This is an optimization exercise on Yosys and OpenROAD, whose aim is small area and a short achievable clock period, not a production implementation.
Only simulation tests tie the RTL to the original design; equivalence was not proved.
No activity file was given, so power comes from the tool's default toggle rates.

==> 02-06 <==
==> flow/design.v (excerpt) <==
module dds_block (
    input  logic                       clk,
    input  logic                       rst_n,
    input  logic                       psel,
    input  logic                       penable,
    input  logic                       pwrite,
    input  logic [31:0]                paddr,
    input  logic [31:0]                pwdata,
    input  logic signed [SAMPLE_W-1:0] ina_data,
    input  logic signed [SAMPLE_W-1:0] inb_data,
    output logic [31:0]                prdata,
    output logic signed [SAMPLE_W-1:0] dds_data_out
);
make LEC_CHECK=0 CAP_MARGIN=20 CORE_MARGIN=2 CORE_UTILIZATION=65 CTS_CLUSTER_DIAMETER=100 CTS_CLUSTER_SIZE=24 PLACE_DENSITY=0.8 SETUP_SLACK_MARGIN=4.5 SLEW_MARGIN=20 finish   # period 9.0 ns
run.sh (not shown) runs the stock make flow with config.mk's settings and CLKGATE_MAP_FILE= SYNTH_SCRIPT=/design/flow/synth_recipe.tcl, a recipe that flattens the netlist after the stock synthesis.
==> 08-23: changes against 02-06 <==
--- a/flow/design.v
+++ b/flow/design.v
@@ -455,30 +455,21 @@
     end
     logic [24:0] mod_s, mod_c;
     always_ff @(posedge clk) begin
         mod_s <= ms3;
         mod_c <= mc3;
     end
-    function automatic logic top_is(input logic [8:0] a, input logic [8:0] b,
-                                    input logic [8:0] k, input logic cin);
-        logic [8:0] need;
-        need   = {(a[7:0] & b[7:0]) | ((a[7:0] ^ b[7:0]) & ~k[7:0]), cin};
-        top_is = &(~(a ^ b ^ k ^ need));
-    endfunction
     logic [24:0] mod_sum;
-    logic [16:0] mod_lo;
     logic [16:0] mv;
     logic [7:0]  y8;
     logic        in_rng, sat_neg;
     always_comb begin
         mod_sum = mod_s + mod_c;
-        mod_lo  = {1'b0, mod_s[15:0]} + {1'b0, mod_c[15:0]};
         mv      = mod_sum[24:8];
         y8      = mv[7:0] ^ 8'h80;
-        in_rng  = mod_lo[16] ? top_is(mod_s[24:16], mod_c[24:16], 9'h100, 1'b1)
-                             : top_is(mod_s[24:16], mod_c[24:16], 9'h100, 1'b0);
+        in_rng  = (mv[16:8] == 9'h100);
         sat_neg = !mv[16];
         if (in_rng)       dds_data_out = y8;
         else if (sat_neg) dds_data_out = 8'h80;
         else              dds_data_out = 8'h7F;
     end
     logic signed [7:0] st_min, st_max;
- CORE_UTILIZATION: 65 -> 45
- CTS_CLUSTER_DIAMETER: 100 -> not set
- CTS_CLUSTER_SIZE: 24 -> not set
- PLACE_DENSITY: 0.8 -> 0.6
==> 02-01: changes against 02-06 <==
--- a/flow/design.v
+++ b/flow/design.v
@@ -455,30 +455,21 @@
     end
     logic [24:0] mod_s, mod_c;
     always_ff @(posedge clk) begin
         mod_s <= ms3;
         mod_c <= mc3;
     end
-    function automatic logic top_is(input logic [8:0] a, input logic [8:0] b,
-                                    input logic [8:0] k, input logic cin);
-        logic [8:0] need;
-        need   = {(a[7:0] & b[7:0]) | ((a[7:0] ^ b[7:0]) & ~k[7:0]), cin};
-        top_is = &(~(a ^ b ^ k ^ need));
-    endfunction
     logic [24:0] mod_sum;
-    logic [16:0] mod_lo;
     logic [16:0] mv;
     logic [7:0]  y8;
     logic        in_rng, sat_neg;
     always_comb begin
         mod_sum = mod_s + mod_c;
-        mod_lo  = {1'b0, mod_s[15:0]} + {1'b0, mod_c[15:0]};
         mv      = mod_sum[24:8];
         y8      = mv[7:0] ^ 8'h80;
-        in_rng  = mod_lo[16] ? top_is(mod_s[24:16], mod_c[24:16], 9'h100, 1'b1)
-                             : top_is(mod_s[24:16], mod_c[24:16], 9'h100, 1'b0);
+        in_rng  = (mv[16:8] == 9'h100);
         sat_neg = !mv[16];
         if (in_rng)       dds_data_out = y8;
         else if (sat_neg) dds_data_out = 8'h80;
         else              dds_data_out = 8'h7F;
     end
     logic signed [7:0] st_min, st_max;
- CORE_UTILIZATION: 65 -> 45
- PLACE_DENSITY: 0.8 -> 0.6
==> comparison table <==
item	02-06	08-23	02-01
Run status	complete, no violations	complete, no violations	complete, no violations
Critical path's slowest cell	or4_4	a2111oi_4	a2111oi_4
Worst setup endpoint	dds_data_out[7]	dds_data_out[7]	dds_data_out[6]
Worst slew margin	0.112	0.172	0.183
FF-to-FF End	mod_s[11]	st_min[7]	st_min[7]
Internal power	14.1 mW	18.9 mW	14.6 mW
Seq/Total Area, Yosys	0.475	0.473	0.473
Flip-flop and latch share of the layout cell area	0.436	0.405	0.424
Count of plain and timing-repair buffers	463	558	566
Clock buffers and inverters, area share	0.0275	0.0744	0.0326
Overall Power	18.1 mW	24.0 mW	18.9 mW
Routed WL per cell	28.7 µm	27.7 µm	27.8 µm
Data arrival time at the worst-slack endpoint	3.80 ns	3.84 ns	3.80 ns
All-Layer GR Usage	0.404	0.301	0.296
Synthesized cell area	109000 µm²	109000 µm²	109000 µm²
Clock Path Buffers	3	4	3
DR vias	85277	83464	81950
Number of detailed-routing iterations run before antenna repair	22	13	13
Vias in the first global route	81778	81840	79588
NumNets Final	10763	10991	10842
Comb pwr share	0.030	0.028	0.037
Area of the die	171000 µm²	246000 µm²	246000 µm²
Vias per cell	6.89	6.06	6.09
Number of instances in the synthesized netlist	10264	10211	10211
Number of cells in the finished layout apart from fillers	12371	13764	13458

==> wip/juniper: inputs <==
dds_block, a different RTL version from the one above (not shown whole).
==> flow/config.mk <==
export PLATFORM = sky130hd
export DESIGN_NAME = dds_block
export DESIGN_NICKNAME = dds_block
export VERILOG_FILES = /design/flow/design.v
export SDC_FILE = /design/flow/constraint.sdc
export NUM_CORES = 4
export LEC_CHECK = 0
export CAP_MARGIN = 20
export CORE_MARGIN = 2
export CORE_UTILIZATION = 45
export PLACE_DENSITY = 0.6
export SETUP_SLACK_MARGIN = 4.5
export SLEW_MARGIN = 20
==> flow/constraint.sdc <==
create_clock -name core_clock -period 9.0 [get_ports {clk}]
set_input_delay 1.8000 -clock core_clock [delete_from_list [all_inputs] [get_ports {clk}]]
set_output_delay 1.8000 -clock core_clock [all_outputs]
set_load 0.01 [all_outputs]
==> wip/quartz (differences from wip/juniper) <==
--- a/flow/design.v
+++ b/flow/design.v
@@ -219,14 +219,15 @@
     end
     logic        fm_cin8;
     logic [17:0] fm_v;
     logic        fm_ovp, fm_ovn;
     logic [31:0] pa0, pa1, pa2, pa3, pa4;
     logic [31:0] ps1, pc1, ps2, pc2, ps3, pc3;
-    logic [31:0] ph_main, ph_ps, ph_psm1, ph_next;
+    logic [31:0] ph_main, ph_sv, ph_sat, ph_next;
     logic [31:0] phase;
+    logic [5:0]  ring_p, ring_n;
     logic [24:0] fm_sum;
     always_comb begin
         fm_sum  = fm_s + fm_c;
         fm_cin8 = fm_s[8] ^ fm_c[8] ^ fm_sum[8];
         fm_v    = {1'b0, fm_sum[24:8]};
         fm_ovp  = fm_hmax && (fm_v >= 18'd107520);
@@ -240,22 +241,28 @@
         pc1 = ((pa0 & pa1) | (pa0 & pa2) | (pa1 & pa2)) << 1;
         ps2 = ps1 ^ pc1 ^ pa3;
         pc2 = ((ps1 & pc1) | (ps1 & pa3) | (pc1 & pa3)) << 1;
         ps3 = ps2 ^ pc2 ^ pa4;
         pc3 = (((ps2 & pc2) | (ps2 & pa4) | (pc2 & pa4)) << 1) | {31'b0, fm_cin8};
         ph_main = ps3 + pc3;
-        ph_ps   = phase + step;
-        ph_psm1 = (phase ^ step ^ 32'hFFFF_FFFF) +
-                  (((phase & step) | phase | step) << 1);
-        if (fm_ovp)      ph_next = ph_psm1 ^ 32'h8000_0000;
-        else if (fm_ovn) ph_next = ph_ps ^ 32'h8000_0000;
+        ph_sv   = fm_hmax ? 32'h7FFF_FFFF : 32'h8000_0000;
+        ph_sat  = (phase ^ step ^ ph_sv) +
+                  (((phase & step) | (phase & ph_sv) | (step & ph_sv)) << 1);
+        if (fm_ovp || fm_ovn) ph_next = ph_sat;
         else             ph_next = ph_main;
     end
     always_ff @(posedge clk) begin
-        if (!rst_n || !enable) phase <= '0;
-        else                   phase <= ph_next;
+        if (!rst_n || !enable) begin
+            phase  <= '0;
+            ring_p <= '0;
+            ring_n <= '1;
+        end else begin
+            phase  <= ph_next;
+            ring_p <= ph_next[29:24];
+            ring_n <= ~ph_next[29:24];
+        end
     end
     logic [2:0]   tick;
     logic [511:0] pos0, pos1, pos2, pos3;
     always_ff @(posedge clk) tick <= tick + 3'd1;
     logic        new_wr;
     logic [7:0]  wa0, wd0, wa1, wd1;
@@ -331,16 +338,16 @@
     logic [2:0]  rpos;
     logic [7:0]  rc0, rc1, rc2, rc3, rring;
     logic        hit0, hit1;
     logic signed [7:0] dds_sample;
     assign ra   = phase[31:24];
     assign rpos = {1'b0, ra[7:6]} + tick;
-    assign rc0  = mux64(pos0, ra[5:0]);
-    assign rc1  = mux64(pos1, ra[5:0]);
-    assign rc2  = mux64(pos2, ra[5:0]);
-    assign rc3  = mux64(pos3, ra[5:0]);
+    assign rc0  = mux64(pos0, ring_p);
+    assign rc1  = mux64(pos1, ring_p);
+    assign rc2  = mux64(pos2, ~ring_n);
+    assign rc3  = mux64(pos3, ~ring_n);
     always_comb begin
         case (rpos[1:0])
             2'd0: rring = rc0;
             2'd1: rring = rc1;
             2'd2: rring = rc2;
             default: rring = rc3;
@@ -392,44 +399,41 @@
             lfsr          <= {lfsr[6:0], lfsr[7] ^ lfsr[5] ^ lfsr[4] ^ lfsr[3]};
             stage1_sample <= out_src;
             stage1_noise  <= nprod[15:8];
         end
     end
     logic [17:0] am_g3;
+    logic [16:0] am_offs;         
     logic [4:0]  ad0, ad1, ad2;
     logic [25:0] ar0, ar1, ar2, ar3, as1, ac1, as2, ac2;
     always_comb begin
         am_g3 = {{2{am_gain[15]}}, am_gain} + {am_gain[15], am_gain, 1'b0};
+        am_offs = {am_offset[15], am_offset} + 17'd56320;
         ad0 = dig_sel(am_sel, b8_dig(am_raw, 0), b8_dig(ina_data, 0), b8_dig(inb_data, 0));
         ad1 = dig_sel(am_sel, b8_dig(am_raw, 1), b8_dig(ina_data, 1), b8_dig(inb_data, 1));
         ad2 = dig_sel(am_sel, b8_dig(am_raw, 2), b8_dig(ina_data, 2), b8_dig(inb_data, 2));
         ar0 = {7'b0, b8_urow(ad0, am_gain, am_g3)};
         ar1 = {4'b0, b8_urow(ad1, am_gain, am_g3), 2'b0, ad0[4]};
         ar2 = {1'b0, b8_urow(ad2, am_gain, am_g3), 2'b0, ad1[4], 3'b0};
-        ar3 = {2'b0, ~am_offset[15], am_offset[14:0], 1'b0, ad2[4], 6'b0};
+        ar3 = {1'b0, am_offs, 1'b0, ad2[4], 6'b0};
         as1 = ar0 ^ ar1 ^ ar2;
         ac1 = ((ar0 & ar1) | (ar0 & ar2) | (ar1 & ar2)) << 1;
         as2 = as1 ^ ac1 ^ ar3;
         ac2 = ((as1 & ac1) | (as1 & ar3) | (ac1 & ar3)) << 1;
     end
     logic [25:0] am_s, am_c;
     always_ff @(posedge clk) begin
         am_s <= as2;
         am_c <= ac2;
     end
-    logic        am_cin8;
-    logic [8:0]  am_lo;
-    logic [16:0] am_ks, am_kc, am_x;
+    logic [24:0] am_sum;
+    logic [16:0] am_x;
     logic [15:0] am_factor;
     always_comb begin
-        am_lo   = {1'b0, am_s[7:0]} + {1'b0, am_c[7:0]};
-        am_cin8 = am_lo[8];
-        am_ks   = am_s[24:8] ^ am_c[24:8] ^ 17'd23552;
-        am_kc   = (((am_s[24:8] & am_c[24:8]) | (am_s[24:8] & 17'd23552) |
-                    (am_c[24:8] & 17'd23552)) << 1) | {16'b0, am_cin8};
-        am_x    = am_ks + am_kc;
+        am_sum = am_s[24:0] + am_c[24:0];
+        am_x   = am_sum[24:8];
         if (am_x[16] == am_x[15]) am_factor = am_x[15:0];
         else if (am_x[16])        am_factor = 16'h8000;
         else                      am_factor = 16'h7FFF;
     end
     logic [17:0] mu0, mu1, mu2, mu3;
     logic [2:0]  md0, md1, md2, md3;
@@ -458,21 +462,30 @@
     end
     logic [24:0] mod_s, mod_c;
     always_ff @(posedge clk) begin
         mod_s <= ms3;
         mod_c <= mc3;
     end
+    function automatic logic top_is(input logic [8:0] a, input logic [8:0] b,
+                                    input logic [8:0] k, input logic cin);
+        logic [8:0] need;
+        need   = {(a[7:0] & b[7:0]) | ((a[7:0] ^ b[7:0]) & ~k[7:0]), cin};
+        top_is = &(~(a ^ b ^ k ^ need));
+    endfunction
     logic [24:0] mod_sum;
+    logic [16:0] mod_lo;
     logic [16:0] mv;
     logic [7:0]  y8;
     logic        in_rng, sat_neg;
     always_comb begin
         mod_sum = mod_s + mod_c;
+        mod_lo  = {1'b0, mod_s[15:0]} + {1'b0, mod_c[15:0]};
         mv      = mod_sum[24:8];
         y8      = mv[7:0] ^ 8'h80;
-        in_rng  = (mv[16:8] == 9'h100);
+        in_rng  = mod_lo[16] ? top_is(mod_s[24:16], mod_c[24:16], 9'h100, 1'b1)
+                             : top_is(mod_s[24:16], mod_c[24:16], 9'h100, 1'b0);
         sat_neg = !mv[16];
         if (in_rng)       dds_data_out = y8;
         else if (sat_neg) dds_data_out = 8'h80;
         else              dds_data_out = 8'h7F;
     end
     logic signed [7:0] st_min, st_max;
==> flow/config.mk (replaced) <==
export PLATFORM = sky130hd
export DESIGN_NAME = dds_block
export DESIGN_NICKNAME = dds_block
export VERILOG_FILES = /design/flow/design.v
export SDC_FILE = /design/flow/constraint.sdc
export NUM_CORES = 4
export LEC_CHECK = 0
export ABC_AREA = 1
export CAP_MARGIN = 20
export CORE_MARGIN = 2
export CORE_UTILIZATION = 55
export CTS_CLUSTER_DIAMETER = 100
export CTS_CLUSTER_SIZE = 24
export PLACE_DENSITY = 0.7
export SETUP_SLACK_MARGIN = 4.4
export SLEW_MARGIN = 20
==> comparison <==
- In sequential power, wip/quartz and wip/juniper hardly differ.
- In wip/quartz the worst setup slack is higher than in wip/juniper, by 730 ps.
- In wip/quartz the die area is lower than in wip/juniper, by about 19%.
- Between wip/juniper and wip/quartz, the lower fmax is in wip/juniper (gap 13%, measured against wip/quartz).
- In wip/quartz the synthesized area is lower than in wip/juniper, by about 1%.
- Critical path depth: wip/quartz is lower than wip/juniper (13).
- Of wip/juniper and wip/quartz, wip/juniper has the higher clock power (gap about 70%, measured against wip/quartz).
- In wip/quartz the combinational power is higher than in wip/juniper, by 11%.

-- static timing again, ports no longer ideal --
The flow's constraints put no driver on any port. The routed layouts listed below were extracted and timed again, unchanged, in two steps. Step 1 assumes that a clkbuf_16 drives the clock port and a buf_2 every other input. Step 2 times the ports against the registers' clock, not the clock port: input delays grow and output delays shrink by t, the midpoint of the rising clock arrivals with the driver on. Three values: no drivers, after step 1, after step 2; two values: the first two.
run | t, ns | slack for setup (ns) | worst setup path at the end | latest minus earliest clock arrival (ns) | worst data-port slew with drivers (ns)
02-06 | 0.914 | 3.398 / 3.314 / 3.771 | input to register | 0.075 / 0.075 | 0.08
08-23 | 1.012 | 3.359 / 3.260 / 3.368 | register to register | 0.113 / 0.113 | 0.10
02-01 | 0.941 | 3.397 / 3.297 / 3.734 | input to register | 0.060 / 0.060 | 0.09
wip/juniper | 1.008 | 3.410 / 3.360 / 3.410 | register to register | 0.080 / 0.080 | 0.08
wip/quartz | 0.956 | 4.136 / 4.136 / 3.543 | input to register | 0.061 / 0.062 | 0.18
After both steps every run listed still meets setup and hold. For wip/quartz, which loses most, drivers alone change the setup slack by 0.000 ns; drivers and shift together by -0.593 ns.
